This is an optimization exercise on Yosys and OpenROAD, whose aim is small area and a short achievable clock period, not a production implementation.
RTL that was checked went through simulation tests only; none was proved equivalent to the original.
Only the layout flow was run in run 6; the RTL was not checked for function there.
Treat power and IR drop as tool artefacts here; the default activity estimate runs too high for this design.

==> flow/config.mk <==
export PLATFORM = sky130hd
export DESIGN_NAME = mdu_param
export DESIGN_NICKNAME = mdu_param
export VERILOG_FILES = /design/flow/design.v
export SDC_FILE = /design/flow/constraint.sdc
export NUM_CORES = 4
export LEC_CHECK = 0
export ABC_AREA = 1
export CAP_MARGIN = 20
export CORE_MARGIN = 2
export CORE_UTILIZATION = 60
export PLACE_DENSITY = 0.75
export SLEW_MARGIN = 60
==> flow/constraint.sdc <==
create_clock -name core_clock -period 90.0 [get_ports {clk}]
set_input_delay 18.0000 -clock core_clock [delete_from_list [all_inputs] [get_ports {clk}]]
set_output_delay 18.0000 -clock core_clock [all_outputs]
set_load 0.01 [all_outputs]
==> flow/design.v <==
module mdu_param #(
    parameter int WIDTH       = 32,
    parameter int MULT_CYCLES = 5,
    parameter int DIV_CYCLES  = 10
) (
    input  logic             clk,
    input  logic             reset,
    input  logic             req,
    input  logic [WIDTH-1:0] in_a,
    input  logic [WIDTH-1:0] in_b,
    input  logic [3:0]       MDUOp,
    input  logic             start,
    output logic [WIDTH-1:0] data_hi,
    output logic [WIDTH-1:0] data_lo,
    output logic             busy
);
    localparam int UW = 36;    
    localparam int NU = 4;     
    localparam logic [3:0] OP_MULT  = 4'd1;
    localparam logic [3:0] OP_MULTU = 4'd2;
    localparam logic [3:0] OP_DIV   = 4'd3;
    localparam logic [3:0] OP_DIVU  = 4'd4;
    localparam logic [3:0] OP_MTHI  = 4'd7;
    localparam logic [3:0] OP_MTLO  = 4'd8;
    localparam logic [3:0] OP_MADD  = 4'd9;
    localparam logic [3:0] OP_MADDU = 4'd10;
    localparam logic [3:0] OP_MSUB  = 4'd11;
    localparam logic [3:0] OP_MSUBU = 4'd12;
    logic [31:0]   hi_q, lo_q;
    logic [3:0]    cnt_q;
    logic          busy_q;
    logic          div_q;      
    logic          sgn_q;      
    logic          msub_q;     
    logic          accum_q;    
    logic          nega_q;     
    logic          negq_q;     
    logic          negb_q;     
    logic [33:0]   a_q;        
    logic [31:0]   q_q;        
    logic          qm1_q;      
    logic [34:0]   acc_q;      
    logic          zero0_q;    
    assign data_hi = hi_q;
    assign data_lo = lo_q;
    assign busy    = busy_q;
    logic op_long, op_div, op_sgn, op_msub, op_accum;
    always_comb begin
        op_long  = 1'b0;
        op_div   = 1'b0;
        op_sgn   = 1'b0;
        op_msub  = 1'b0;
        op_accum = 1'b0;
        case (MDUOp)
            OP_MULT:  begin op_long = 1'b1; op_sgn = 1'b1; end
            OP_MULTU: begin op_long = 1'b1; end
            OP_DIV:   begin op_long = 1'b1; op_div = 1'b1; op_sgn = 1'b1; end
            OP_DIVU:  begin op_long = 1'b1; op_div = 1'b1; end
            OP_MADD:  begin op_long = 1'b1; op_sgn = 1'b1; op_accum = 1'b1; end
            OP_MADDU: begin op_long = 1'b1; op_accum = 1'b1; end
            OP_MSUB:  begin op_long = 1'b1; op_sgn = 1'b1; op_accum = 1'b1; op_msub = 1'b1; end
            OP_MSUBU: begin op_long = 1'b1; op_accum = 1'b1; op_msub = 1'b1; end
            default:  ;
        endcase
    end
    logic accept;
    assign accept = start & op_long & ~busy_q & ~req;
    logic d_first_q;    
    logic d_step_q;     
    logic d_last_q;     
    logic m_last_q;     
    logic negctl_q;     
    logic last;
    logic d_first, d_step, d_last, m_last;
    assign d_first = d_first_q;
    assign d_step  = d_step_q;
    assign d_last  = d_last_q;
    assign m_last  = m_last_q;
    assign last    = d_last_q | m_last_q;
    logic        negctl;
    logic [31:0] q_neg;
    logic [31:0] q_or;      
    assign negctl = negctl_q;
    always_comb begin
        q_or[0] = 1'b0;
        for (int i = 1; i < 32; i++) q_or[i] = q_or[i-1] | q_q[i-1];
    end
    assign q_neg = q_q ^ ({32{negctl}} & q_or);
    function automatic logic [UW-1:0] add_pp(input logic [UW-1:0] x, input logic [UW-1:0] y,
                                            input logic ci);
        logic [UW:0] g, p, gn, pn;
        logic [UW-1:0] h;
        g[0] = ci;
        p[0] = 1'b0;
        for (int i = 0; i < UW; i++) begin
            g[i+1] = x[i] & y[i];
            p[i+1] = x[i] ^ y[i];
            h[i]   = x[i] ^ y[i];
        end
        for (int d = 1; d <= UW; d = d * 2) begin
            gn = g;
            pn = p;
            for (int k = 0; k <= UW; k++) begin
                if ((k & d) != 0) begin
                    gn[k] = g[k] | (p[k] & g[(k / d) * d - 1]);
                    pn[k] = p[k] & p[(k / d) * d - 1];
                end
            end
            g = gn;
            p = pn;
        end
        for (int i = 0; i < UW; i++) add_pp[i] = h[i] ^ g[i];
    endfunction
    logic [UW-1:0] ux   [NU];
    logic [UW-1:0] uy   [NU];
    logic          ucin [NU];
    logic [UW-1:0] us   [NU];
    logic          uacc [NU];    
    logic [32:0]   urem [NU];    
    logic          b_one [NU], b_two [NU], b_neg [NU], b_hi [NU];
    always_comb begin
        for (int k = 0; k < NU; k++) begin
            logic b1, b0, bm;
            b1 = q_q[2*k+1];
            b0 = q_q[2*k];
            bm = (k == 0) ? qm1_q : q_q[2*k-1];
            if (k == 0 && m_last) begin
                b1 = sgn_q & qm1_q;
                b0 = sgn_q & qm1_q;
            end
            b_one[k] = b0 ^ bm;
            b_two[k] = (b1 & ~b0 & ~bm) | (~b1 & b0 & bm);
            b_neg[k] = b1 ^ msub_q;
            b_hi[k]  = 1'b0;
            if (m_last && k != 0) begin
                b_one[k] = 1'b0;
                b_two[k] = 1'b0;
                b_neg[k] = 1'b0;
                b_hi[k]  = (k == 1) & accum_q;
            end
            if (div_q) begin
                b_one[k] = ~d_last | ((k == 0) & (acc_q[34] ^ nega_q));
                b_two[k] = 1'b0;
                b_neg[k] = d_first ? ~negb_q : (d_last & (k == 0) & acc_q[34] & ~nega_q);
            end
        end
    end
    always_comb begin
        for (int k = 0; k < NU; k++) begin
            if (k == 0) begin
                if (d_step)
                    ux[k] = {{(UW-34){acc_q[32]}}, acc_q[32:0], q_q[31] ^ nega_q};
                else
                    ux[k] = zero0_q ? '0 : {{(UW-35){acc_q[34]}}, acc_q};
            end else begin
                if (d_step)
                    ux[k] = {{(UW-34){urem[k-1][32]}}, urem[k-1], q_q[31-k] ^ nega_q};
                else
                    ux[k] = {{2{us[k-1][UW-1]}}, us[k-1][UW-1:2]};
            end
            if (d_step)
                ucin[k] = (k == 0) ? acc_q[34] : us[k-1][UW-1];
            else
                ucin[k] = b_neg[k] | ((k == 0) & d_last & nega_q);
            for (int i = 0; i < UW; i++) begin
                logic a1, a2;
                a1 = a_q[(i > 33) ? 33 : i];
                a2 = (i == 0) ? 1'b0 : a_q[(i - 1 > 33) ? 33 : i - 1];
                uy[k][i] = ((b_one[k] & a1) | (b_two[k] & a2)) ^ (d_step ? ucin[k] : b_neg[k]);
                if (i < 30) uy[k][i] = uy[k][i] | (b_hi[k] & hi_q[i+2]);
            end
            us[k] = add_pp(ux[k], uy[k], ucin[k]);
            if (k != 0) us[k][UW-1] = us[k][UW-2];
            uacc[k] = us[k][UW-1] ^ ~nega_q;
            urem[k] = us[k][32:0];
        end
    end
    logic        commit;
    logic        bzero;
    assign bzero  = (a_q == 34'd0);
    assign commit = last & ~(div_q & bzero);
    logic wr_hi, wr_lo;
    assign wr_hi = ~busy_q & ~req & (MDUOp == OP_MTHI);
    assign wr_lo = ~busy_q & ~req & (MDUOp == OP_MTLO);
    always_ff @(posedge clk) begin
        if (reset) begin
            cnt_q     <= 4'd0;
            busy_q    <= 1'b0;
            d_first_q <= 1'b0;
            d_step_q  <= 1'b0;
            d_last_q  <= 1'b0;
            m_last_q  <= 1'b0;
        end else begin
            d_first_q <= accept & op_div;
            d_step_q  <= busy_q & div_q & (cnt_q >= 4'd3);
            d_last_q  <= busy_q & div_q & (cnt_q == 4'd2);
            m_last_q  <= busy_q & ~div_q & (cnt_q == 4'd2);
            if (busy_q) begin
                cnt_q  <= cnt_q - 4'd1;
                busy_q <= (cnt_q != 4'd1);
            end else if (accept) begin
                cnt_q  <= op_div ? 4'd10 : 4'd5;
                busy_q <= 1'b1;
            end
        end
    end
    logic        ld_hi, ld_lo, ld_r, keep_hi, keep_lo;
    logic [31:0] hi_d, lo_d;
    assign ld_hi   = ~reset & wr_hi;
    assign ld_lo   = ~reset & wr_lo;
    assign ld_r    = ~reset & commit;
    assign keep_hi = ~reset & ~wr_hi & ~commit;
    assign keep_lo = ~reset & ~wr_lo & ~commit;
    assign hi_d = ({32{ld_hi}} & in_a) | ({32{ld_r}} & {us[1][29:0], us[0][1:0]}) | ({32{keep_hi}} & hi_q);
    assign lo_d = ({32{ld_lo}} & in_a) | ({32{ld_r}} & q_neg) | ({32{keep_lo}} & lo_q);
    always_ff @(posedge clk) begin
        hi_q <= hi_d;
        lo_q <= lo_d;
    end
    always_ff @(posedge clk) begin
        if (~busy_q) begin
            div_q    <= ~MDUOp[3] & (MDUOp[2] | (MDUOp[1] & MDUOp[0]));
            sgn_q    <= MDUOp[0];
            msub_q   <= MDUOp[3] & (MDUOp[2] | (MDUOp[1] & MDUOp[0]));
            accum_q  <= MDUOp[3];
            nega_q   <= (MDUOp == OP_DIV) & in_a[31];
            negb_q   <= (MDUOp == OP_DIV) & in_b[31];
            negq_q   <= (MDUOp == OP_DIV) & (in_a[31] ^ in_b[31]);
            negctl_q <= (MDUOp == OP_DIV) & in_a[31];
            a_q      <= {{2{MDUOp[0] & in_b[31]}}, in_b};
            q_q      <= in_a;
            qm1_q    <= 1'b0;
            acc_q    <= {1'b0, hi_q[1:0], lo_q};
            zero0_q  <= ~MDUOp[3];
        end else begin
            negctl_q <= negq_q;
            zero0_q  <= 1'b0;
            if (div_q) begin
                if (d_first) begin
                    a_q   <= us[0][33:0];
                    q_q   <= q_neg;
                    acc_q <= {35{nega_q}};
                end else begin
                    q_q   <= {q_q[27:0], uacc[0], uacc[1], uacc[2], uacc[3]};
                    acc_q <= {{2{urem[3][32]}}, urem[3]};
                end
            end else begin
                q_q   <= {us[3][1:0], us[2][1:0], us[1][1:0], us[0][1:0], q_q[31:8]};
                qm1_q <= q_q[7];
                acc_q <= {us[3][UW-1], us[3][UW-1:2]};
            end
        end
    end
endmodule
==> flow/flow/run.sh <==
#!/bin/bash
set -euo pipefail
export BUFFER_PORTS_ARGS="-buffer_cell sky130_fd_sc_hd__buf_1"
export CTS_ARGS="-sink_clustering_enable -repair_clock_nets -buf_list sky130_fd_sc_hd__clkbuf_8 -sink_buffer_max_cap_derate 0.5 -dont_use_dummy_load"
bash standard.sh > standard.log 2>&1
==> flow/standard.sh <==
#!/bin/bash
# synth_recipe.tcl (not shown) runs the flow's synth.tcl, then flattens the netlist and writes it again
# the make line also repeats each setting of config.mk as NAME=value (left out here)
make -C /OpenROAD-flow-scripts/flow DESIGN_CONFIG=/design/flow/config.mk WORK_HOME=/design/flow/orfs CLKGATE_MAP_FILE= SYNTH_SCRIPT=/design/flow/synth_recipe.tcl "${@:-finish}"
==> out/summary.md, run 1 <==
Along the worst path, the maximum fanout reaches 25. Measured against its own limit, the worst slew margin works out to 60.69%. Counting along the longest clock path gives a buffer depth of 2. The minimum setup slack after placement came out at 70200 ps. The synthesized design spends more area on one cell type than any other, namely sky130_fd_sc_hd__dfxtp_1.

The HPWL after detailed placement is 49.43 mm. Global routing consumed, over all layers together, 41.90% of the routing resources. The run gives 66.25 mm as the routed wire length. Post-CTS timing repair inserted 0 buffers for setup. The path with the worst hold slack has its endpoint at negctl_q.

For the net count of the mapped netlist, the log shows 2796. The count of buffers inserted at the top-level ports works out to 136. The endpoint identified for the worst register-to-register timing path is acc_q[32]. Counting the buffers created by CTS gives 17.

Of the post-synthesis cell area, the dominant cell type holds 15.81%. The run gives 55.05% as the met1 capacity usage during global routing. After clock tree synthesis, the clock-pin slew on the worst setup and hold paths is 100 ps. Cells fill 64.77% of the core in the end.

The flow ran to the end and the layout has no timing, DRC or antenna violations. The die width was 177.1 um; the area overhead of the layout relative to synthesis was 6.507%. The sum of overflow across all layers after global routing was 0; the achievable clock frequency was 51.54 MHz. The starting DRC count in detailed routing was 2387; the clock sink count was 184. The run gives 0 as the number of hold-slack violations in the final timing report. IR analysis of the VDD net gives a maximum drop of 43.22 uV. By area the synthesized netlist is led by sky130_fd_sc_hd__dfxtp_1 16%, sky130_fd_sc_hd__nand2_1 12%, sky130_fd_sc_hd__xor2_1 11%. In this run, post-CTS repair resized a total of 0 instances.

Setup repair after global routing left no endpoint under its margin. In the final design database the tool counted 2862 nets. The mean post-synth cell area works out to 7.014 um^2.

For the number of antenna violations at the first check in global routing, the log shows 2. The cell with the most instances after synthesis is sky130_fd_sc_hd__nand2_1. The first TritonRoute pass finished after 6 iterations. The number of enable flip-flop cells after synthesis was 42. The logs give 18860 um^2 for the post-detailed-placement cell area and 63.57% for the global routing usage on met2. The async set-reset flop share out of synthesis was 0%; the post-synthesis instance area was 17980 um^2. The number of standard cells after synthesis is 2563. In the final routed layout, each cell accounts on average for 21.95 um.

Adding up every negative setup slack in the final design gives 0 ps. The startpoint kind of the worst setup timing path was an input port. Counting instances, the worst hold path has a depth of 2. The worst hold path begins at negq_q. The met3 track demand over resource is 11.60%. The placer congestion estimate came out at 1.032. The worst register-to-register path begins at div_q. In the routed layout, each cell is associated on average with a via count of 6.470. The final count of pins violating max slew is 0.

The tree is rooted in a sky130_fd_sc_hd__clkbuf_8. The internal reg-to-reg setup slack is 75070 ps, and the flip-flop and latch count after synthesis is 184. The tools report the largest clock skew in the final design as 38.72 ps. The DRC violation count after routing was 0.

The worst hold path belongs to the class reg -> reg. For the pin with the worst max-slew slack, the measured transition is 584.3 ps. The critical path is of the in -> reg type. In the synthesized netlist the dominant register cell turns out to be sky130_fd_sc_hd__dfxtp_1. The via count of the first global-routing pass was 18210; the cell depth of the worst flop-to-flop path was 88. The data required time of the critical path came out at 90380 ps. In this run the worst setup path begins at reset. In the final layout, the share of cells above drive strength 1 is 4.492%.

The floorplan step defined a core boundary enclosing 29560 um^2. The largest net degree at the start of global routing was 69; the part of the cycle the worst path needs was 21.56%. For this design the static power due to leakage is 8.724 nW. The power density normalized to cell area was 73.05 nW/um^2. The count of unique library cells instantiated by Yosys is 53, and the I/O pin count is 137. The tools report the hold-fix buffer count after cts as 0. The logs give 510 ps for the clock latency reported for the late side of the worst-skew pair and 0 for the number of max-cap violations. The worst path in the final design needs a cycle of 19400 ps, including I/O delays and setup. After synthesis, flip-flops and latches occupy 22.83% of the total area. In this run the core area contains 63 standard-cell rows.

From bottom edge to top edge, the die measures 177.1 um. The tools report the type of element capturing the critical path as a register. The critical path data arrival time is 19780 ps. The logs give 101.1 mm for the wire length of the first global-routing pass and 19526 for the routed via count.

The maximum level of the CTS H-tree is 4, and the number of warnings reported in the yosys synthesis log is 11. The count of nets left with antenna violations once routing finished came out at 0. By count the netlist is led by 567 x sky130_fd_sc_hd__nand2_1, 301 x sky130_fd_sc_hd__inv_1, 227 x sky130_fd_sc_hd__xor2_1.

The die covers 31360 um^2. Setup violations remaining at the end of the flow were counted as 0. The run gives 70600 ps as the slack of the critical path. The starting density of the core is 60.82%, and the total chip power is 1.399 mW. TritonCTS built the clock tree. In this run the most used layer during global routing was met2. With fillers left out, the area of the finished cells amounts to 19150 um^2.
[state kept, by name, indices dropped and copies added, names as in the netlist]
signal and flops:
accum_q 1, qm1_q 1, q_q 32, msub_q 1
negq_q 1, sgn_q 1, acc_q 35, d_last_q 1
div_q 1, lo_q 32, a_q 34, nega_q 1
zero0_q 1, d_first_q 1, negb_q 1, negctl_q 1
cnt_q 4, busy_q 1, m_last_q 1, hi_q 32
d_step_q 1
[cells by family after synthesis]
family	count (synthesis)	share of synthesized area, %
AOI/OAI and AO/OA	668	22.68
and+or+nand+nor	811	18.61
DFF	184	22.83
muxes	18	1.002
xor gates and xnor gates	269	13.15
buffers and inverters	452	9.521
adders and majority gates	161	12.21
[cell type report]
| type | instances | area [um^2] |
|---|---|---|
| antenna | 1 | 2.502 |
| tap | 390 | 488.0 |
| inverter | 331 | 1254 |
| timing repair buffer | 168 | 805.8 |
| sequential | 184 | 4108 |
| fill | 2719 | 10410 |
| multi-input combinational | 1927 | 12260 |
| clock buffer | 17 | 234.0 |
[cells in the final DEF, fill, tap and decap left out, types with 20 or more instances in the layout]
master                     Yosys  routed
sky130_fd_sc_hd__edfxtp_1     42      42
sky130_fd_sc_hd__xor2_1      227     227
sky130_fd_sc_hd__a221oi_1     24      24
sky130_fd_sc_hd__nor2_1       88      81
sky130_fd_sc_hd__a21oi_1     119     118
sky130_fd_sc_hd__inv_1       301     292
sky130_fd_sc_hd__o221ai_1     27      27
sky130_fd_sc_hd__o211ai_1     56      56
sky130_fd_sc_hd__xnor2_1      41      41
sky130_fd_sc_hd__buf_4         3      22
sky130_fd_sc_hd__clkinv_1     25      25
sky130_fd_sc_hd__dfxtp_1     142     141
sky130_fd_sc_hd__nand3_1      87      87
sky130_fd_sc_hd__ha_1        137     137
sky130_fd_sc_hd__a21o_1       22      22
sky130_fd_sc_hd__o22ai_1     175     175
sky130_fd_sc_hd__nand2_1     567     565
sky130_fd_sc_hd__buf_1        11     136
sky130_fd_sc_hd__nor3_1       20      20
sky130_fd_sc_hd__o21ai_0     200     199
sky130_fd_sc_hd__fa_1         24      24
[through the flow]
stage,instances,hold WS (ps)
floorplan,2563,419.2
CTS,3015,470.6
global route,3017,492.6
global placement,2995,457.1
detailed placement,2998,444.0
finish,3018,478.5
[power by group]
part | total [mW] | switching [mW] | internal, mW
clock network | 0.0472 | 0.0304 | 0.0168
logic | 1.25 | 0.810 | 0.439
registers | 0.102 | 0.00684 | 0.0951
[worst max-delay path by stage]
| stage | end | slack (ps) |
|---|---|---|
| finish | hi_q[9] | 70600 |
| global route | hi_q[5] | 70600 |
| CTS | hi_q[1] | 70750 |
| detailed placement | hi_q[30] | 70200 |
| global placement | hi_q[25] | 69710 |
| floorplan | lo_q[10] | 70710 |
[worst max-delay path: stages]
cell and delay, ps:
sky130_fd_sc_hd__buf_1 390, sky130_fd_sc_hd__inv_1 230, sky130_fd_sc_hd__nand3_1 480, sky130_fd_sc_hd__inv_2 370, sky130_fd_sc_hd__nand2_1 170, sky130_fd_sc_hd__o221ai_1 120
[per-layer routing]
metal,wire [um],vias up
met1,25440,9082
met5,15,-
met4,3182,2
met2,28140,1391
li1,-,8808
met3,9467,243
==> inputs of run 2 (changes only) <==
==> flow/flow/run.sh (replaced) <==
#!/bin/bash
set -euo pipefail
export BUFFER_PORTS_ARGS="-buffer_cell sky130_fd_sc_hd__buf_1"
export CTS_ARGS='-sink_clustering_enable -repair_clock_nets -buf_list sky130_fd_sc_hd__clkbuf_8 -tree_buf sky130_fd_sc_hd__clkbuf_16 -dont_use_dummy_load'
bash standard.sh > standard.log 2>&1
==> run 2 against run 1 <==
Maximum frequency increased by 0.36%. Critical path depth is the same. Via count decreased by 0.20%. Highest routed layer is now met4. First-iteration DRC count decreased by 8.0%. Worst setup slack gained 69 ps. Sequential cell count unchanged. Clock skew decreased by 8.3 ps. Critical endpoint is now hi_q[1]. Synthesized area unchanged. Count of clock-buffer cells in the layout unchanged. Global-route usage is 0.16 points higher. Routed wire length is 0.37% higher. Cell count unchanged.
==> out/summary.md, run 2 <==
The flow ran to the end and the layout has no timing, DRC or antenna violations. The critical path crosses 6 cells after its start point. The path class of the tightest hold or removal check is reg -> reg. The first routing iteration left 2196 violations.

The fraction of post-synthesis cell area in the top cell type by area is 15.81%, and the net count reported at finish is 2861. Setup violations remaining at the end of the flow were counted as 0. Mean number of vias per cell: 6.457. The synthesized netlist contains 53 unique library cells. The number of standard cells after synthesis was 2563; the count of buffers inserted at the top-level ports was 136. For the number of antenna violations at the first check in global routing, the log shows 2.

The power density normalized to cell area came out at 73.41 nW/um^2. In the synthesized netlist the async set-or-reset flop fraction comes to 0%. The number of hold buffers added after CTS was 0.

The clock tree synthesis step divided the H-tree into 4 levels. The share of power burned in registers is 7.2%. Headroom to the max-slew limit came out at 58.03%.

The part of the cycle the worst path needs is 21.48%. The final count of pins violating max slew was 0; the slew at the pin closest to its max-slew limit was 623.8 ps. Setup repair after global routing left no endpoint under its margin. For the post-synthesis instance area, the log shows 17980 um^2. The share of final-layout standard cells stronger than drive strength 1 is 4.455%. The multi-input combinational cells in the finished layout cover a total of 12260 um^2. The finished layout holds 3018 standard cells, fillers aside. After clock tree synthesis, the clock-pin slew on the worst setup and hold paths is 70 ps. The number of cells on the worst reg-to-reg path is 88. Measured along the x axis, the die boundary spans 177.1 um. The kind of cell with the highest combined delay along the critical path is buffers and inverters. Combinational logic is responsible for 88.3% of the overall power.

Setup total negative slack on the finished layout was measured at 0 ps. The worst path needs 19330 ps of the cycle, external delays included. For the worst setup path, the data arrival time is 19770 ps. The library cells used most frequently in the layout, excluding fill and tap cells, are 565 x sky130_fd_sc_hd__nand2_1, 292 x sky130_fd_sc_hd__inv_1, 227 x sky130_fd_sc_hd__xor2_1. In this run, CTS created clock tree buffers numbering 17.

In this run, synthesis inferred 42 flip-flops with an integrated enable. During synthesis, Yosys emitted a total of 11 warnings. Derived from the worst setup path, the maximum achievable clock frequency is 51.73 MHz.

The run gives 0 as the DRC violation count after routing. The synthesized design contains 184 register bits. The clock drives 184 sinks. For the core footprint, the log shows 29560 um^2. For the number of max-cap violations, the log shows 0. The largest total area in the synthesized netlist belongs to sky130_fd_sc_hd__dfxtp_1. The initialized floorplan defines 63 standard-cell rows. The first global-routing pass estimated 101.8 mm of wire. For this block, the routed nets add up to 66.49 mm of wire. The run gives 2998 as the count of placed standard cells including taps.

The initial utilization of the core area, before any placement, comes to 60.82%. The number of hold-slack violations in the final timing report was 0; the mean post-synth cell area was 7.014 um^2. Critical path start-end classification: in -> reg. The count of nets left with antenna violations after detail routing came out at 0.

Root buffer cell: sky130_fd_sc_hd__clkbuf_8. The area overhead of the layout relative to synthesis was 7.412%. The worst setup path is captured at a register. Before CTS, the worst setup slack after placement is 70200 ps. The number of buffers and inverters on the critical path is 3. In this design, the stage delay of the slowest critical-path cell is 500 ps. After routing the design area is 19310 um^2. Counting along the longest clock path gives a buffer depth of 2.

By area the synthesized netlist is led by sky130_fd_sc_hd__dfxtp_1 16%, sky130_fd_sc_hd__nand2_1 12%, sky130_fd_sc_hd__xor2_1 11%. The HPWL after detailed placement was 49.43 mm. The largest net degree at the start of global routing is 69.

For this run, the register share of the synthesized area comes to 22.83%. The register with the most flip-flops in the layout has 35 of them. The tools report the data required time of the critical path as 90440 ps. The tools report the slack of the critical path as 70670 ps. The largest registers in the layout are acc_q (35), a_q (34). Flip-flop cell with the highest count after synthesis: sky130_fd_sc_hd__dfxtp_1.

In the global route stage, overall resource usage came out at 42.05%. Across the routed clock network, the largest skew measured is 30.44 ps. The fraction of power consumed by the clock network was 4.5%; the average wire length per cell after detail routing was 22.03 um. The slowest cell on the critical path is sky130_fd_sc_hd__nand3_1. The vertical extent of the die was 177.1 um; the post-detailed-placement cell area was 18860 um^2. Along the worst path, the maximum fanout reaches 25. IR analysis of the VDD net gives a maximum drop of 44.62 uV.

For the via count of the first global-routing pass, the log shows 18302. Synthesis produced a netlist with a net count of 2796. The signal on the critical path passes through buf_1 > inv_1 > nand3_1 > inv_2 > nand2_1 > o221ai_1.

In this run the critical register-to-register path is captured at acc_q[32]. The critical path endpoint is hi_q[1]. Net switching is 60.05% of the power.

Startpoint kind of the worst setup timing path: an input port. Number of buffers added for setup after CTS: 0. The most common cell in the synthesized netlist is sky130_fd_sc_hd__nand2_1. TritonCTS built the clock tree. Clock latency reported for the late side of the worst-skew pair: 580 ps. The internal power of the cells totals 0.5663 mW.

The tools report the routed via count as 19486. After global routing the overflow that remains totals 0. For this design the static power due to leakage is 8.795 nW.

The launch point of the worst path was reset. The I/O pin count is 137. The sequential cells in the finished layout cover a total of 4108 um^2.

The tools report the reported net switching power as 0.8511 mW. The die covers 31360 um^2. Across all register-to-register paths, the minimum setup slack is 75090 ps. The run gives 0 as the post-cts gate resize count. At the end of routability-driven placement, the weighted congestion stood at 1.032. The filler cell count is 2694.

The commonest cells after synthesis are 567 x sky130_fd_sc_hd__nand2_1, 301 x sky130_fd_sc_hd__inv_1, 227 x sky130_fd_sc_hd__xor2_1. The worst register-to-register path begins at div_q. The first detailed-routing pass ran for 9 iterations. More flip-flops sit in one register than any other, and that register is acc_q. Most common library cell in the layout ignoring fill and taps: sky130_fd_sc_hd__nand2_1.
==> run 2: changes by cell type in the layout (fill, tap and decap cells not counted), sizes merged <==
cell | before | now
buf | 168 | 167
diode | 1 | 2
==> run 2: cells by family (layout without fill, tap and decap cells) <==
group	count (synthesis)	count (layout)	synth area share (%)
AND/OR/NAND/NOR	811	811	18.61
AO/OA/AOI/OAI	668	668	22.68
other	0	2	0
XOR/XNOR	269	269	13.15
multiplexers	18	18	1.002
adder cells (fa/ha/maj)	161	161	12.21
buffers and inverters	452	515	9.521
flip-flops	184	184	22.83
==> run 2: how the worst min path moves through the flow <==
stage          startpoint  depth (start not counted)        to
2_1_floorplan      negq_q                          2  negctl_q
3_3_place_gp       negq_q                          2  negctl_q
3_5_place_dp       negq_q                          2  negctl_q
4_1_cts            negq_q                          2  negctl_q
5_1_grt            negq_q                          2  negctl_q
6_report           negq_q                          2  negctl_q
==> run 2: metrics by stage <==
stage / power, mW / utilization, % / hold slack, ps
2_1_floorplan: 1.000 / - / 419.2
4_1_cts: 1.373 / 65.19 / 465.4
3_3_place_gp: 1.270 / 63.48 / 457.1
5_1_grt: 1.551 / 65.31 / 477.0
6_report: 1.417 / 65.32 / 463.9
3_5_place_dp: 1.294 / 63.79 / 444.0
==> run 2: area by class of cell <==
| class | instances | share of cell area, % |
|---|---|---|
| Clock buffer | 17 | 2.145 |
| Timing Repair Buffer | 167 | 4.069 |
| Antenna cell | 2 | 0.02592 |
| Sequential cell | 184 | 21.27 |
| Multi-Input combinational cell | 1927 | 63.47 |
| Inverter | 331 | 6.493 |
| Tap cell | 390 | 2.527 |
==> run 2: worst register-to-register path, delay by kind of cell (launching register included) <==
family | cells | cell delay (ps)
adder cells (fa/ha/maj) | 5 | 1770
AO/OA/AOI/OAI | 18 | 3790
flip-flops | 1 | 370
AND/OR/NAND/NOR | 50 | 5500
buffers and inverters | 10 | 2290
XOR/XNOR | 5 | 1070
==> run 2: per-layer routing <==
layer | global-route usage, % | share of wire (%)
met1 | 55.05 | 39
met2 | 64.59 | 43
met3 | 11.53 | 14
met4 | 18.70 | 4.9
met5 | 0 | 0
==> run 2: power groups by stage <==
stage | combinational [mW] | clock [mW] | sequential [mW]
after CTS | 1.21 | 0.0636 | 0.102
after detailed placement | 1.19 | 0 | 0.103
after global placement | 1.17 | 0 | 0.103
after global routing | 1.38 | 0.0660 | 0.102
final | 1.25 | 0.0638 | 0.102
after floorplan | 0.899 | 0 | 0.101
==> inputs of run 3 (changes only) <==
--- a/flow/config.mk
+++ b/flow/config.mk
@@ -9,5 +9,4 @@
 export CAP_MARGIN = 20
 export CORE_MARGIN = 2
-export CORE_UTILIZATION = 60
-export PLACE_DENSITY = 0.75
+export CORE_UTILIZATION = 40
 export SLEW_MARGIN = 60
==> run 3 against run 2 <==
Utilization decreased by 21 points. Worst hold slack improved by 1.2 ps. Still clean on timing, DRC and antenna. Combinational power about the same. Clock skew decreased by 1.6 ps.
==> out/summary.md, run 3 <==
The tools report the number of antenna violations at the first check in global routing as 0. For the starting DRC count in detailed routing, the log shows 2053. The synthesized netlist occupies a cell area of 17980 um^2. During synthesis, Yosys emitted a total of 11 warnings. At the worst endpoint, the arrival time is 1310 ps. Leaving out fill and tap cells, the most frequent cell in the layout is sky130_fd_sc_hd__nand2_1. The number of buffers and inverters on the critical path works out to 1.

The logs give 1.420 mW for the total chip power and 108.5 mm for the wire length of the first global-routing pass. The slew at the pin closest to its max-slew limit was 604.2 ps. The tools report the number of max-cap violations as 0. The minimum setup slack after placement was 70090 ps. For the worst flop-to-flop path, the logic depth is 89. Compared with the post-synthesis result, the final layout area differs by 8.951%.

The logs give 70690 ps for the slack of the critical path and 72000 ps for the data required time of the critical path. Leaving out fill and tap cells, the most frequent cells in the layout are 565 x sky130_fd_sc_hd__nand2_1, 294 x sky130_fd_sc_hd__inv_1, 227 x sky130_fd_sc_hd__xor2_1. The critical path depth was 1; the fraction of post-synthesis cell area in the top cell type by area was 15.81%. The critical path endpoint is data_lo[14]. Synthesis inferred 184 register bits.

In this run the tool buffered the top-level ports with 136 buffer cells. The first TritonRoute pass finished after 5 iterations. Synthesis produced 2563 cells. Setup total negative slack on the finished layout was measured at 0 ps. The post-cts gate resize count is 0, and the clock latency reported for the late side of the worst-skew pair is 650 ps. In this run the most critical hold path is launched from negq_q. From left edge to right edge, the die measures 216.0 um. The flow ran to the end and the layout has no timing, DRC or antenna violations.

The core footprint came out at 44320 um^2. Starting density of the core: 40.56%. CTS placed an instance of sky130_fd_sc_hd__clkbuf_8 at the clock tree root.

The maximum fanout along the worst path is 3, and the final antenna diode count is 0. The capture instance of the worst register-to-register path is acc_q[32]. For this block, the routed nets add up to 72.11 mm of wire. The part of the cycle the worst path needs is 21.46%.

After clock tree synthesis, the clock-pin slew on the worst setup and hold paths is 80 ps. The final count of pins violating max slew was 0; the largest clock skew in the final design was 28.79 ps. The number of nets in the synthesized netlist is 2796.

For the achievable clock frequency, the log shows 51.78 MHz. Global routing consumed, over all layers together, 30.59% of the routing resources. The floorplan has 77 rows.

In the final layout, the registers with the most flip-flops are acc_q (35), a_q (34). Sorting the synthesized cells by how often they occur yields 567 x sky130_fd_sc_hd__nand2_1, 301 x sky130_fd_sc_hd__inv_1, 227 x sky130_fd_sc_hd__xor2_1. The cell type with the largest total area after synthesis is sky130_fd_sc_hd__dfxtp_1. The clock drives 184 sinks.

TritonCTS built the clock tree. The largest net degree at the start of global routing was 82; the async set-reset flop share out of synthesis was 0%. Setup repair after global routing left no endpoint under its margin.

The cell area after layout was 19590 um^2; the hold slack was 465.0 ps. The vertical extent of the die was 216.0 um. The number of placed instances, taps included, is 3203.

The cell with the most instances after synthesis is sky130_fd_sc_hd__nand2_1. The register with the most flip-flops in the layout has 35 of them. The number of hold buffers added after CTS was 0. For flop-to-flop paths, the worst setup slack is 75110 ps. The worst-case headroom to the max-slew limit was 59.38%. The startpoint kind of the worst setup timing path is a register. The run gives 22.83% as the sequential element share of the synthesized area.

The startpoint of the worst-slack reg-to-reg timing path is d_first_q. The critical path start-end classification is reg -> out. The synthesized design contains 42 enable-type register cells. In the final design database the tool counted 2864 nets. The die covers 46650 um^2. STA classifies the critical path endpoint as a primary output. Clock tree synthesis inserted a total of 17 buffers. Flip-flop cell with the highest count after synthesis: sky130_fd_sc_hd__dfxtp_1.

The via count of the first global-routing pass is 18176, and the average wire length per cell after detail routing is 22.39 um. The mean post-synth cell area came out at 7.014 um^2. The tools report the HPWL after detailed placement as 54.47 mm.

Dividing the detail-routed via count by the number of cells gives 5.827. The most critical setup path has its startpoint at lo_q[14]. The worst hold path class is reg -> reg.

The family with the most delay on the worst path is flip-flops. In this run the post-CTS setup repair buffer count came out at 0. The tools report the count of unique library cells instantiated by Yosys as 53. Once detail routing completed, the nets flagged for antenna violations numbered 0.

The congestion estimate from routability-driven global placement came to 0.9472. During I/O placement, the number of pins put on the boundary was 137. Slowest cell on the critical path: sky130_fd_sc_hd__dfxtp_1.

For this block, the via count after detailed routing is 18770. Cells with a size suffix above 1 make up 4.450% of the layout. Setup violations remaining at the end of the flow were counted as 0. Dividing total power by cell area gives a power density of 72.49 nW/um^2. In this design, the stage delay of the slowest critical-path cell is 470 ps. In this run the number of H-tree levels came out at 4. The number of hold-slack violations in the final timing report was 0. Sorting the synthesized cells by area gives the leading types as sky130_fd_sc_hd__dfxtp_1 16%, sky130_fd_sc_hd__nand2_1 12%, sky130_fd_sc_hd__xor2_1 11%.

Final critical path time including I/O delays and setup: 19310 ps. The placed instances occupy a cell area of 19120 um^2. The largest vdd supply drop came out at 49.78 uV. For the sum of overflow across all layers after global routing, the log shows 0. Register with the most flip-flops: acc_q. The tools report the leakage power as 8.821 nW.

The finished layout holds 3221 standard cells, fillers aside. Buffer levels on the longest clock path: 2. Walking the worst path, the cells encountered are buf_1. After detailed routing, the number of remaining DRC violations is 0.

Cells fill 44.20% of the core in the end.
run 3: power by group:
part,internal (mW),switching [mW],leakage [nW]
registers,0.0952,0.00699,1.61
logic,0.440,0.813,7.01
clock network,0.0316,0.0334,0.204
total,0.566,0.853,8.82
run 3: kinds of logic (layout without fill, tap and decap cells):
family / after synthesis / after routing / share of synthesized area (%)
flip-flops: 184 / 184 / 22.83
adder cells (fa/ha/maj): 161 / 161 / 12.21
multiplexers: 18 / 18 / 1.002
XOR/XNOR: 269 / 269 / 13.15
AO/OA/AOI/OAI: 668 / 668 / 22.68
buffers and inverters: 452 / 518 / 9.521
AND/OR/NAND/NOR: 811 / 811 / 18.61
run 3: cell type report:
type	count	area, um^2
clock buffers	17	414.1
fillers	4694	24730
inverters	331	1254
multi-input cells	1927	12250
flip-flops and latches	184	4108
well taps	592	740.7
repair buffers	170	820.8
run 3: tightest hold or removal path, stage by stage, from the launching register on:
cell and delay [ps]:
sky130_fd_sc_hd__edfxtp_1 330, sky130_fd_sc_hd__nand2_1 50, sky130_fd_sc_hd__nand2_1 50
run 3: metal layers:
metal | track usage, % | routed length, um
met1 | 40.90 | 31100
met2 | 46.73 | 30830
met3 | 7.625 | 7279
met4 | 13.15 | 2894
met5 | 0 | 0
run 3: worst min-delay path by stage:
| stage | cells past startpoint | end |
|---|---|---|
| 2_1_floorplan | 2 | negctl_q |
| 3_3_place_gp | 2 | negctl_q |
| 3_5_place_dp | 2 | negctl_q |
| 4_1_cts | 2 | negctl_q |
| 5_1_grt | 2 | negctl_q |
| 6_report | 2 | negctl_q |
==> inputs of run 4 (changes only) <==
==> flow/flow/run.sh (replaced) <==
#!/bin/bash
set -euo pipefail
export BUFFER_PORTS_ARGS="-buffer_cell sky130_fd_sc_hd__buf_1"
export CTS_ARGS='-sink_clustering_enable -repair_clock_nets -buf_list sky130_fd_sc_hd__clkbuf_16 -sink_clustering_size 30 -sink_clustering_max_diameter 100 -dont_use_dummy_load'
bash standard.sh > standard.log 2>&1
==> run 4 against run 3 <==
Still clean on timing, DRC and antenna. Design area hardly changed. Synthesized cell count did not move. Die area is the same. Clock power increased by 2%. Sequential share of layout area hardly changed. First-iteration DRC count fell by 0.88%.
==> out/summary.md, run 4 <==
The slew at the pin closest to its max-slew limit was 632.1 ps. The minimum setup slack after placement came out at 70090 ps. The flip-flop cell with the highest count after synthesis is sky130_fd_sc_hd__dfxtp_1.

The run gives 0 as the sum of overflow across all layers after global routing. Global routing used 30.60% of the available tracks across all layers. Yosys mapped a number of flops with a built-in enable equal to 42.

Core footprint: 44320 um^2. The critical path endpoint is lo_q[17]. The longest clock path from root to sink contains 2 buffers. The detailed router finished its first iteration with 2035 violations.

The clock latency reported for the late side of the worst-skew pair came out at 510 ps. In this run the worst setup path begins at reset. The startpoint of the worst-slack reg-to-reg timing path was d_first_q. The clock sink count was 184. The analysis attributes to cell leakage a power of 8.826 nW.

The worst register-to-register path has a depth of 89. Setup violations remaining at the end of the flow were counted as 0. Across the run, the number of max-cap violations was 0. The tools report the net count reported at finish as 2864. The root buffer cell chosen for the clock tree is sky130_fd_sc_hd__clkbuf_16. The run finished with no timing, DRC or antenna violations. The setup check on the worst reg-to-reg path leaves a slack of 75090 ps. Relative to the synthesized area, the layout overhead comes to 9.013%.

Dividing total power by cell area gives a power density of 72.52 nW/um^2. The number of nets in the synthesized netlist is 2796. The starting density of the core is 40.56%, and the number of search-and-repair iterations in the first detailed-routing pass is 8.

The cell with the most instances after synthesis is sky130_fd_sc_hd__nand2_1. Number of antenna violations at the first check in global routing: 0. Input and output buffers added on the ports amount to 136. Sequential cells were found to cover 22.83% of the synthesized design area. In the post-route analysis, the smallest setup slack over all paths is 70570 ps. The number of standard cells after synthesis is 2563, and the I/O pin count is 137.

The die width works out to 216.0 um. Leaving out fill and tap cells, the most frequent cell in the layout is sky130_fd_sc_hd__nand2_1. The average wire length per cell after detail routing works out to 22.38 um.

The largest registers in the layout are acc_q (35), a_q (34). The final critical path takes up 21.59% of the cycle. The tools report the post-cts gate resize count as 0. STA puts the critical path data arrival time at 19770 ps. The final count of pins violating max slew was 0; the worst-case headroom to the max-slew limit was 57.51%. The fraction of post-synthesis cell area in the top cell type by area came out at 15.81%. The via count of the first global-routing pass came out at 18179. The share of final-layout standard cells stronger than drive strength 1 came out at 4.450%. The commonest cells after synthesis are 567 x sky130_fd_sc_hd__nand2_1, 301 x sky130_fd_sc_hd__inv_1, 227 x sky130_fd_sc_hd__xor2_1. In this run the worst path has a maximum fanout of 32. The largest total area in the synthesized netlist belongs to sky130_fd_sc_hd__dfxtp_1. The flip-flop and latch count after synthesis is 184. The run gives 0 as the number of hold-slack violations in the final timing report. The worst setup path is captured at a register. For the post-synthesis instance area, the log shows 17980 um^2. Register with the most flip-flops: acc_q. TritonCTS built the clock tree.

The logs give 0.9472 for the placer congestion estimate and 82 for the largest net degree at the start of global routing. The worst setup path is launched from an input port. The clock transition time at the flip-flop clock pins of the worst setup and hold paths is 70 ps. The achievable clock frequency came out at 51.47 MHz.

Cells fill 44.22% of the core in the end. The count of nets left with antenna violations once routing finished came out at 0. Routed via count: 18763. The critical path start-end classification was in -> reg. The floorplan step defined a die boundary enclosing 46650 um^2.

The floorplan step set the die height to 216.0 um. Worst hold path class: reg -> reg. Final critical path time including I/O delays and setup: 19430 ps.

After detailed routing, the number of vias per cell comes to 5.825. The mean post-synth cell area is 7.014 um^2. Setup repair after global routing left no endpoint under its margin. Yosys attributes the largest share of cell area to sky130_fd_sc_hd__dfxtp_1 16%, sky130_fd_sc_hd__nand2_1 12%, sky130_fd_sc_hd__xor2_1 11%. In this run the number of H-tree levels came out at 4. DRC violation count after routing: 0. The run gives 90340 ps as the data required time of the critical path. The largest vdd supply drop is 49.86 uV. The largest clock skew in the final design came out at 29.81 ps. Leaving out fill and tap cells, the most frequent cells in the layout are 565 x sky130_fd_sc_hd__nand2_1, 294 x sky130_fd_sc_hd__inv_1, 227 x sky130_fd_sc_hd__xor2_1. In this run, post-CTS hold repair placed 0 buffers.

For this run, asynchronously set or reset flops after synthesis account for 0%. The TritonCTS buffer count was 17; the final antenna diode count was 0. The routed design has 72.09 mm of wire. Setup total negative slack on the finished layout was measured at 0 ps. For the filler cell count, the log shows 4692. The floorplan has 77 rows. During synthesis, Yosys emitted a total of 11 warnings. The number of flip-flops under the largest register name was 35. The capture instance of the worst register-to-register path is acc_q[32].

The run gives 108.5 mm as the wire length of the first global-routing pass. The number of setup buffers added after CTS is 0. In this run, distinct cell masters in the synthesized netlist total 53.

The HPWL after detailed placement was 54.47 mm.
## run 4: power by group
part	total [mW]	switching (mW)	internal, mW
sequential	0.102	0.00698	0.0952
clock	0.0666	0.0338	0.0328
combinational	1.25	0.813	0.440
total	1.42	0.854	0.568
## run 4: final cells by class
| class | count | area [um^2] | share of cell area (%) |
|---|---|---|---|
| multi-input combinational | 1927 | 12250 | 62.50 |
| sequential | 184 | 4108 | 20.96 |
| inverter | 331 | 1254 | 6.397 |
| timing repair buffer | 170 | 820.8 | 4.188 |
| tap | 592 | 740.7 | 3.780 |
| clock buffer | 17 | 425.4 | 2.171 |
## run 4: cell families after synthesis
logic type | share of synthesized area [%]
and+or+nand+nor | 18.61
AOI/OAI and AO/OA | 22.68
DFF | 22.83
buffers and inverters | 9.521
xor gates and xnor gates | 13.15
muxes | 1.002
adders and majority gates | 12.21
## run 4: through the flow
stage	std cells	power (mW)	area [um^2]	hold WS, ps
3_3_place_gp	3201	1.299	19040	445.0
3_5_place_dp	3203	1.314	19120	452.2
2_1_floorplan	2563	1.000	17980	419.2
6_report	3221	1.421	19600	466.2
4_1_cts	3220	1.395	19550	467.6
5_1_grt	3221	1.560	19600	497.7
## run 4: per-layer routing
layer | global-route usage, % | vias up | share of wire [%]
met2 | 46.74 | 916 | 43
met5 | 0 | - | 0
met3 | 7.625 | 145 | 10
met1 | 40.90 | 8881 | 43
li1 | - | 8821 | -
met4 | 13.15 | 0 | 3.9
## run 4: critical path: stages
cell and delay, ps:
sky130_fd_sc_hd__buf_1 330, sky130_fd_sc_hd__nor2_2 70, sky130_fd_sc_hd__buf_4 230, sky130_fd_sc_hd__inv_1 410, sky130_fd_sc_hd__buf_4 500, sky130_fd_sc_hd__o221ai_1 200
## run 4: how the worst min path moves through the flow
stage | from | endpoint | cells after the start
after global routing | negq_q | negctl_q | 2
final | negq_q | negctl_q | 2
after global placement | negq_q | negctl_q | 2
after detailed placement | negq_q | negctl_q | 2
after floorplan | negq_q | negctl_q | 2
after CTS | negq_q | negctl_q | 2
==> inputs of run 5 (changes only) <==
==> flow/flow/run.sh (replaced) <==
#!/bin/bash
set -euo pipefail
export BUFFER_PORTS_ARGS="-buffer_cell sky130_fd_sc_hd__buf_1"
export CTS_ARGS='-sink_clustering_enable -repair_clock_nets -buf_list sky130_fd_sc_hd__clkbuf_8 -tree_buf sky130_fd_sc_hd__clkbuf_16 -sink_clustering_levels 1 -dont_use_dummy_load'
bash standard.sh > standard.log 2>&1
==> run 5 against run 4 <==
Clock skew decreased by 1.0 ps. Still clean. Synthesized area did not move. Maximum frequency is 0.60% higher. Critical endpoint is now data_lo[14]. Non-clock buffer count did not move. Sequential power barely moved. First-iteration DRC count is 0.88% higher.
==> out/summary.md, run 5 <==
Among all flip-flop cells after synthesis, the most frequent one is sky130_fd_sc_hd__dfxtp_1. At the end of routability-driven placement, the weighted congestion stood at 0.9472. 137 I/O pins were placed. Counting instances in the post-synthesis netlist gives the leading cell types as 567 x sky130_fd_sc_hd__nand2_1, 301 x sky130_fd_sc_hd__inv_1, 227 x sky130_fd_sc_hd__xor2_1. STA classifies the critical path endpoint as a primary output.

The reported net switching power is 0.8533 mW. Final hold analysis gives a worst-case slack of 465.0 ps. The via count of the first global-routing pass was 18176; the fraction of post-synthesis cell area in the top cell type by area was 15.81%. The part of the cycle the worst path needs works out to 21.46%. The worst hold path class was reg -> reg. Once placement finished, the instance area stood at 19120 um^2. The run gives 18770 as the routed via count. Once placement completed, the tool counted placed cells totaling 3203. Synthesis produced 2563 cells. Startpoint kind of the worst setup timing path: a register.

Once detail routing completed, the nets flagged for antenna violations numbered 0. In this run the tightest slew margin relative to its limit is 59.38%. The synthesized design contains 184 register bits.

The register with the most flip-flops in the layout has 35 of them. Clock-pin slew was measured on the worst setup and hold paths at 80 ps. The most common cell in the synthesized netlist is sky130_fd_sc_hd__nand2_1. In the final layout, the share of cells above drive strength 1 is 4.450%.

Of the total power, the clock network draws 4.6%. Synthesis produced a netlist with a net count of 2796. The area overhead of the layout relative to synthesis came out at 8.951%. Register with the most flip-flops: acc_q. For the cell area after layout, the log shows 19590 um^2. After legalization and detailed placement, the total HPWL measured 54.47 mm. The first global-routing pass estimated 108.5 mm of wire.

The tools report the post-cts gate resize count as 0. The initial utilization of the core area, before any placement, comes to 40.56%. The slew at the pin closest to its max-slew limit was 604.2 ps.

The run finished with no timing, DRC or antenna violations. The vertical extent of the die works out to 216.0 um. The run gives 184 as the clock sink count. Across the run, the number of max-cap violations was 0. The die area was 46650 um^2; the mean number of vias per cell was 5.827. The biggest area contributor in the post-synthesis netlist is sky130_fd_sc_hd__dfxtp_1. The sequential element share of the synthesized area is 22.83%.

Of all nets on the critical path, the largest fanout is 3. The total internal power came out at 0.5664 mW. The root buffer cell is sky130_fd_sc_hd__clkbuf_8. For the finished layout, the period the worst path requires is 19310 ps. Entering global routing, the biggest net connects 82 pins.

For this run, the detailed router's first-pass iteration total came to 5. The number of hold-slack violations in the final timing report is 0. The power density normalized to cell area works out to 72.49 nW/um^2. In the final layout, the registers with the most flip-flops are acc_q (35), a_q (34).

The number of buffers added for setup after CTS is 0. Ranked by total cell area, the synthesized netlist is headed by sky130_fd_sc_hd__dfxtp_1 16%, sky130_fd_sc_hd__nand2_1 12%, sky130_fd_sc_hd__xor2_1 11%. After synthesis the cells add up to 17980 um^2. The mean post-synth cell area was 7.014 um^2; the leakage power was 8.821 nW.

Timing would allow up to 51.78 MHz. In this run, distinct cell masters in the synthesized netlist total 53. In this run the tool buffered the top-level ports with 136 buffer cells. The net count reported at finish came out at 2864.

The run gives 650 ps as the clock latency reported for the late side of the worst-skew pair. The run gives 49.78 uV as the largest vdd supply drop. Excluding fillers, the count of instances in the completed layout stands at 3221.

In the layout the commonest cells are 565 x sky130_fd_sc_hd__nand2_1, 294 x sky130_fd_sc_hd__inv_1, 227 x sky130_fd_sc_hd__xor2_1. Once layout is complete, the utilization of the core stands at 44.20%. The floorplan step defined a core boundary enclosing 44320 um^2. The average wire length per cell after detail routing is 22.39 um, and the setup total negative slack is 0 ps.

Clock tree synthesis inserted a total of 17 buffers. Starting DRC count in detailed routing: 2053. Traced cell by cell, the critical path runs through buf_1. In this design, the stage delay of the slowest critical-path cell is 470 ps.

Leaving out fill and tap cells, the most frequent cell in the layout is sky130_fd_sc_hd__nand2_1. Number of buffers and inverters on the critical path: 1. The slowest cell on the critical path is sky130_fd_sc_hd__dfxtp_1.

Of all flip-flops after synthesis, the portion carrying an async set or reset was 0%. Net switching is 60.10% of the power. Global routing consumed, over all layers together, 30.59% of the routing resources.

Largest clock skew in the final design: 28.79 ps. TritonCTS built the clock tree. The share of power burned in registers is 7.2%, and the maximum level of the CTS H-tree is 4.

The number of antenna diodes in the final layout is 0. Row generation in the floorplan step produced 77 rows. The number of antenna violations at the first check in global routing was 0. Setup repair after global routing left no endpoint under its margin. In this run, synthesis inferred 42 flip-flops with an integrated enable.

During synthesis, Yosys emitted a total of 11 warnings. Hold-fix buffer count after cts: 0. The buffer levels on the longest clock path was 2. For the combinational group share of total power, the log shows 88.2%. Data on the critical path is required at its endpoint by 72000 ps. For the setup violation total in the final timing report, the log shows 0. Critical path start-end classification: reg -> out.

The floorplan step set the die width to 216.0 um. The critical path data arrival time is 1310 ps, and the sum of overflow across all layers after global routing is 0. The final count of pins violating max slew is 0, and the routed wire length is 72.11 mm. The family with the most delay on the worst path was flip-flops. DRC violation count after routing: 0.
## run 5: tightest hold or removal path, cell delays in order (launching register included)
cell	delay, ps
sky130_fd_sc_hd__edfxtp_1	330
sky130_fd_sc_hd__nand2_1	50
sky130_fd_sc_hd__nand2_1	50
## run 5: power by group through the flow
| stage | clock, mW | combinational, mW | sequential [mW] |
|---|---|---|---|
| after floorplan | 0 | 0.899 | 0.101 |
| after global placement | 0 | 1.20 | 0.103 |
| after detailed placement | 0 | 1.21 | 0.104 |
| after CTS | 0.0664 | 1.23 | 0.102 |
| after global routing | 0.0687 | 1.39 | 0.103 |
| final | 0.0650 | 1.25 | 0.102 |
## run 5: worst paths after layout
kind,startpoint,endpoint,slack (ps),cells past startpoint
max,lo_q[14],data_lo[14],70690,1
min,negq_q,negctl_q,470,2
max reg2reg,d_first_q,acc_q[32],75110,89
min reg2reg,negq_q,negctl_q,470,2
## run 5: final cells by class
cell class              instances  area [um^2]
multi-input cells            1927        12250
inverters                     331         1254
fillers                      4694        24730
repair buffers                170        820.8
flip-flops and latches        184         4108
well taps                     592        740.7
clock buffers                  17        414.1
## run 5: cells by family after synthesis
group / share of synthesized area [%]
buf+inv: 9.521
flops: 22.83
xor+xnor: 13.15
mux: 1.002
simple gates: 18.61
fa+ha+maj: 12.21
compound gates: 22.68
## run 5: metal layers
metal	track usage [%]	routed length (um)	vias up	share of wire, %
li1	-	-	8830	-
met1	40.90	31100	8881	43
met2	46.73	30830	905	43
met3	7.625	7279	154	10
met4	13.15	2894	0	4.0
met5	0	0	-	0
## run 5: per-stage QoR
step	total power, mW	worst slack, ps
global route	1.559	70600
CTS	1.394	70660
finish	1.420	70690
floorplan	1.000	70710
detailed placement	1.314	70090
global placement	1.299	70140
==> inputs of run 6 (changes only) <==
--- a/flow/design.v
+++ b/flow/design.v
@@ -36,6 +36,5 @@
     logic          nega_q;     
     logic          negq_q;     
-    logic          negb_q;     
-    logic [33:0]   a_q;        
+    logic [32:0]   a_q;        
     logic [31:0]   q_q;        
     logic          qm1_q;      
@@ -70,5 +69,4 @@
     logic d_last_q;     
     logic m_last_q;     
-    logic negctl_q;     
     logic last;
     logic d_first, d_step, d_last, m_last;
@@ -81,5 +79,5 @@
     logic [31:0] q_neg;
     logic [31:0] q_or;      
-    assign negctl = negctl_q;
+    assign negctl = d_first ? nega_q : negq_q;
     always_comb begin
         q_or[0] = 1'b0;
@@ -142,5 +140,5 @@
                 b_one[k] = ~d_last | ((k == 0) & (acc_q[34] ^ nega_q));
                 b_two[k] = 1'b0;
-                b_neg[k] = d_first ? ~negb_q : (d_last & (k == 0) & acc_q[34] & ~nega_q);
+                b_neg[k] = d_first ? ~a_q[32] : (d_last & (k == 0) & acc_q[34] & ~nega_q);
             end
         end
@@ -165,6 +163,6 @@
             for (int i = 0; i < UW; i++) begin
                 logic a1, a2;
-                a1 = a_q[(i > 33) ? 33 : i];
-                a2 = (i == 0) ? 1'b0 : a_q[(i - 1 > 33) ? 33 : i - 1];
+                a1 = a_q[(i > 32) ? 32 : i];
+                a2 = (i == 0) ? 1'b0 : a_q[(i - 1 > 32) ? 32 : i - 1];
                 uy[k][i] = ((b_one[k] & a1) | (b_two[k] & a2)) ^ (d_step ? ucin[k] : b_neg[k]);
                 if (i < 30) uy[k][i] = uy[k][i] | (b_hi[k] & hi_q[i+2]);
@@ -178,5 +176,5 @@
     logic        commit;
     logic        bzero;
-    assign bzero  = (a_q == 34'd0);
+    assign bzero  = (a_q == 33'd0);
     assign commit = last & ~(div_q & bzero);
     logic wr_hi, wr_lo;
@@ -225,8 +223,6 @@
             accum_q  <= MDUOp[3];
             nega_q   <= (MDUOp == OP_DIV) & in_a[31];
-            negb_q   <= (MDUOp == OP_DIV) & in_b[31];
             negq_q   <= (MDUOp == OP_DIV) & (in_a[31] ^ in_b[31]);
-            negctl_q <= (MDUOp == OP_DIV) & in_a[31];
-            a_q      <= {{2{MDUOp[0] & in_b[31]}}, in_b};
+            a_q      <= {MDUOp[0] & in_b[31], in_b};
             q_q      <= in_a;
             qm1_q    <= 1'b0;
@@ -234,9 +230,8 @@
             zero0_q  <= ~MDUOp[3];
         end else begin
-            negctl_q <= negq_q;
             zero0_q  <= 1'b0;
             if (div_q) begin
                 if (d_first) begin
-                    a_q   <= us[0][33:0];
+                    a_q   <= us[0][32:0];
                     q_q   <= q_neg;
                     acc_q <= {35{nega_q}};
==> flow/flow/run.sh (replaced) <==
#!/bin/bash
set -euo pipefail
export BUFFER_PORTS_ARGS="-buffer_cell sky130_fd_sc_hd__buf_1"
export CTS_ARGS='-sink_clustering_enable -repair_clock_nets -buf_list sky130_fd_sc_hd__clkbuf_8 -tree_buf sky130_fd_sc_hd__clkbuf_16 -dont_use_dummy_load'
bash standard.sh > standard.log 2>&1
==> run 6 against run 5 <==
Via count increased by 8.4%. Critical path depth up 8. Register-to-register slack got worse by 540 ps. Routed wire length up 7.6%. Synthesized area up 4.0%. Sequential power barely moved. First-iteration DRC count is 9.6% higher. Sequential share of layout area decreased by 0.92 points. Die area is 3.9% higher. Worst setup slack got worse by 430 ps. Critical endpoint is now hi_q[24]. Largest cell class unchanged.
==> out/summary.md, run 6 <==
The flow ran to the end and the layout has no timing, DRC or antenna violations. In this run, synthesis produced a sequential element count of 181. The number of buffers added for setup after CTS is 0.

The region available for standard cell placement spans 46360 um^2. The number of flip-flops under the largest register name works out to 35. The average wire length per cell after detail routing came out at 22.34 um.

Worst hold path class: reg -> reg. The starting density of the core was 40.33%. The tools report the setup total negative slack as 0 ps.

TritonCTS built the clock tree. Once detailed placement completed, the half-perimeter wirelength came to 58.46 mm. The routed layout has 20341 vias.

After layout, the minimum clock period comes to 19740 ps. In the finished design, the share of the clock period the worst path needs comes to 21.94%. Buffers inserted during clock tree synthesis total 17.

The async set-reset flop share out of synthesis was 0%; the routed wire length was 77.61 mm. The synthesized netlist contains 61 unique library cells. The startpoint kind of the worst setup timing path is an input port. In the routed design, unresolved DRC markers number 0. Input and output buffers added on the ports amount to 136. The placer congestion estimate is 0.9745.

For the clock latency reported for the late side of the worst-skew pair, the log shows 650 ps. The placed instances occupy a cell area of 19640 um^2. Number of enable flip-flop cells after synthesis: 40. Type of element capturing the critical path: a register.

The mean number of vias per cell was 5.855; the setup violation total in the final timing report was 0. For this run, the slowest stage of the critical path takes 590 ps. Averaged over all synthesized cells, the footprint is 6.631 um^2. At the end of the flow, the number of nets in the layout was 3101.

Global routing used 31.99% of the available tracks across all layers. During I/O placement, the number of pins put on the boundary was 137. The die width is 220.2 um.

The slew at the pin closest to its max-slew limit came out at 590.0 ps. The tools report the sum of overflow across all layers after global routing as 0. The filler cell count was 4916; the number of hold-slack violations in the final timing report was 0.

The tools report the worst-case headroom to the max-slew limit as 60.67%. The first TritonRoute pass finished after 6 iterations. Yosys attributes the largest share of cell area to sky130_fd_sc_hd__dfxtp_1 15%, sky130_fd_sc_hd__nand2_1 15%, sky130_fd_sc_hd__ha_1 9.2%. Counting stages on the worst path, the most repeated cell is sky130_fd_sc_hd__nand2_1. The run gives 79 as the number of core rows.

In the final layout, the registers with the most flip-flops are acc_q (35), a_q (33). In the final layout, the share of cells above drive strength 1 is 4.955%. The detailed router finished its first iteration with 2250 violations. Net count of the mapped netlist: 3052. Counting along the longest clock path gives a buffer depth of 2. Of all cell types, the one taking the most synthesized area is sky130_fd_sc_hd__dfxtp_1. For the worst setup path, the data arrival time is 20250 ps. The flip-flop cell with the highest count after synthesis is sky130_fd_sc_hd__dfxtp_1. The tools report the via count of the first global-routing pass as 19348. For the final database, setup skew stands at 26.95 ps.

Once layout is complete, the utilization of the core stands at 43.33%. The floorplan step defined a die boundary enclosing 48480 um^2. IR analysis of the VDD net gives a maximum drop of 33.01 uV.

The power density normalized to cell area is 63.85 nW/um^2. The share of the Yosys chip area taken by registers is 21.52%. For this design, the slowest cell found on the critical path is sky130_fd_sc_hd__clkinv_1. After synthesis, the largest area contributor takes up 15.10% of total cell area. By count the netlist is led by 745 x sky130_fd_sc_hd__nand2_1, 307 x sky130_fd_sc_hd__inv_1, 204 x sky130_fd_sc_hd__o21ai_0. Register with the most flip-flops: acc_q.

The library cells used most frequently in the layout, excluding fill and tap cells, are 745 x sky130_fd_sc_hd__nand2_1, 303 x sky130_fd_sc_hd__inv_1, 203 x sky130_fd_sc_hd__o21ai_0. Across the run, the number of max-cap violations was 0. The area overhead of the layout relative to synthesis is 7.456%, and the post-synthesis instance area is 18690 um^2. Summing all non-filler instances in the final layout gives an area of 20090 um^2. In the synthesized netlist, the number of instances is 2819. Final count of pins violating max slew: 0. The signal on the critical path passes through buf_1 > nand2_1 > nor3_1 > nand2_1 > nand3_1 > clkinv_1 > buf_4 > a22o_1 > o21bai_1.

The post-cts gate resize count was 0. For this design, the sink count on the clock tree is 181. In this run the number of H-tree levels came out at 4. The count of nets left with antenna violations after detail routing is 0. By instance count, the leading cell after synthesis is sky130_fd_sc_hd__nand2_1. The number of hold buffers added after CTS was 0.

The analysis attributes to cell leakage a power of 9.087 nW. The tools report the wire length of the first global-routing pass as 116.3 mm. Entering global routing, the biggest net connects 73 pins.

The library cell used most frequently in the layout, excluding fill and tap cells, is sky130_fd_sc_hd__nand2_1. The maximum fanout along the worst path works out to 17. Yosys printed 11 warnings. Based on the critical path, the design can be clocked at up to 50.65 MHz. The run gives 509.5 ps as the hold slack. The setup path with the least slack is of type in -> reg.

The run gives 0 as the number of antenna violations at the first check in global routing. Data on the critical path is required at its endpoint by 90510 ps. In this run the clock root is driven by a sky130_fd_sc_hd__clkbuf_8. From bottom edge to top edge, the die measures 220.2 um.

Setup repair after global routing left no endpoint under its margin. After clock tree synthesis, the clock-pin slew on the worst setup and hold paths is 80 ps.
-- run 6: cell types whose count changed in the layout (fill, tap and decap cells not counted), moves of 10 or more --
cell,before,now
sky130_fd_sc_hd__nand2_1,565,745
sky130_fd_sc_hd__xor2_1,227,119
sky130_fd_sc_hd__nand3_1,87,164
sky130_fd_sc_hd__nand3b_1,1,63
sky130_fd_sc_hd__nor2_1,83,119
sky130_fd_sc_hd__nand4_1,9,29
sky130_fd_sc_hd__a21o_1,22,7
sky130_fd_sc_hd__o211ai_1,56,42
sky130_fd_sc_hd__a21oi_1,119,106
sky130_fd_sc_hd__mux2i_1,18,5
sky130_fd_sc_hd__or2_2,10,23
sky130_fd_sc_hd__clkinv_1,25,36
sky130_fd_sc_hd__nand2_2,7,17
-- run 6: per-layer routing --
layer  GRT usage, %  share of wire, %  vias to the layer above
met4          13.67               3.8                        0
met5              0                 0                        -
met3          6.378                10                      156
met1          43.21                42                     9515
li1               -                 -                     9619
met2          49.53                44                     1051
-- run 6: logic make-up after synthesis --
| kind of cell | Yosys count | synth area share [%] |
|---|---|---|
| and+or+nand+nor | 1197 | 28.01 |
| adders and majority gates | 161 | 11.74 |
| AOI/OAI and AO/OA | 636 | 20.80 |
| muxes | 5 | 0.2677 |
| DFF | 181 | 21.52 |
| xor gates and xnor gates | 154 | 7.215 |
| buffers and inverters | 485 | 10.44 |
-- run 6: where the power goes --
part	switching (mW)	internal [mW]	total, mW
clock network	0.0332	0.0316	0.0648
registers	0.00675	0.0935	0.100
logic	0.728	0.390	1.12
total	0.768	0.515	1.28
-- run 6: final cells by class --
type | count | area [um^2] | share of cell area (%)
clock buffers | 17 | 414.1 | 2.062
diodes | 1 | 2.502 | 0.01246
repair buffers | 167 | 778.2 | 3.874
inverters | 348 | 1319 | 6.565
well taps | 607 | 759.5 | 3.781
flip-flops and latches | 181 | 4029 | 20.06
multi-input cells | 2153 | 12790 | 63.65
-- run 6: metrics by stage --
stage | instances | setup WS, ps | total power [mW]
CTS | 3473 | 70390 | 1.262
floorplan | 2819 | 70730 | 0.9184
global placement | 3455 | 69790 | 1.176
finish | 3474 | 70260 | 1.283
global route | 3473 | 70160 | 1.413
detailed placement | 3456 | 69690 | 1.188
-- run 6: final timing paths --
kind              startpoint        end  slack (ps)  cells past startpoint
setup / recovery    MDUOp[0]   hi_q[24]       70260                      9
hold / removal       lo_q[0]   acc_q[0]         510                      2
setup reg to reg       div_q  acc_q[32]       74570                     90
hold reg to reg      lo_q[0]   acc_q[0]         510                      2
-- run 6: worst max-delay path: cells and delay by family --
kind,cells,cell delay [ps]
buffers and inverters,3,1160
and+or+nand+nor,4,750
AOI/OAI and AO/OA,2,330

afterwards: timing with drivers on the ports:
The flow's constraints put no driver on any port. The routed layouts listed below were extracted and timed again, unchanged, in two steps.
Step 1 sets driving cells, clkbuf_16 on the clock port and buf_2 on the other inputs (assumed; they add their load-dependent delay and slew).
Step 2, shift: input delay + t, output delay - t, t = (earliest + latest rising clock arrival at the registers) / 2. This alone moves slack from input paths to output paths.
Slacks: no drivers / after step 1 / after step 2; pairs: no drivers / after step 1.
run | t (ns) | slack for setup (ns) | worst slew at a driven data input, ns | pins driven straight from the clock port
run 1 | 0.544 | 70.598 / 70.626 / 70.082 | 0.04 | 1
run 2 | 0.618 | 70.667 / 70.671 / 70.078 | 0.04 | 1
run 3 | 0.683 | 70.687 / 70.635 / 70.040 | 0.05 | 1
run 4 | 0.549 | 70.571 / 70.599 / 70.050 | 0.05 | 1
run 5 | 0.683 | 70.687 / 70.635 / 70.040 | 0.05 | 1
run 6 | 0.691 | 70.256 / 70.289 / 69.599 | 0.05 | 1
After both steps every run listed still meets setup and hold. The setup slack of run 6, which loses most, moves by +0.033 ns with the drivers and by -0.657 ns with both steps.
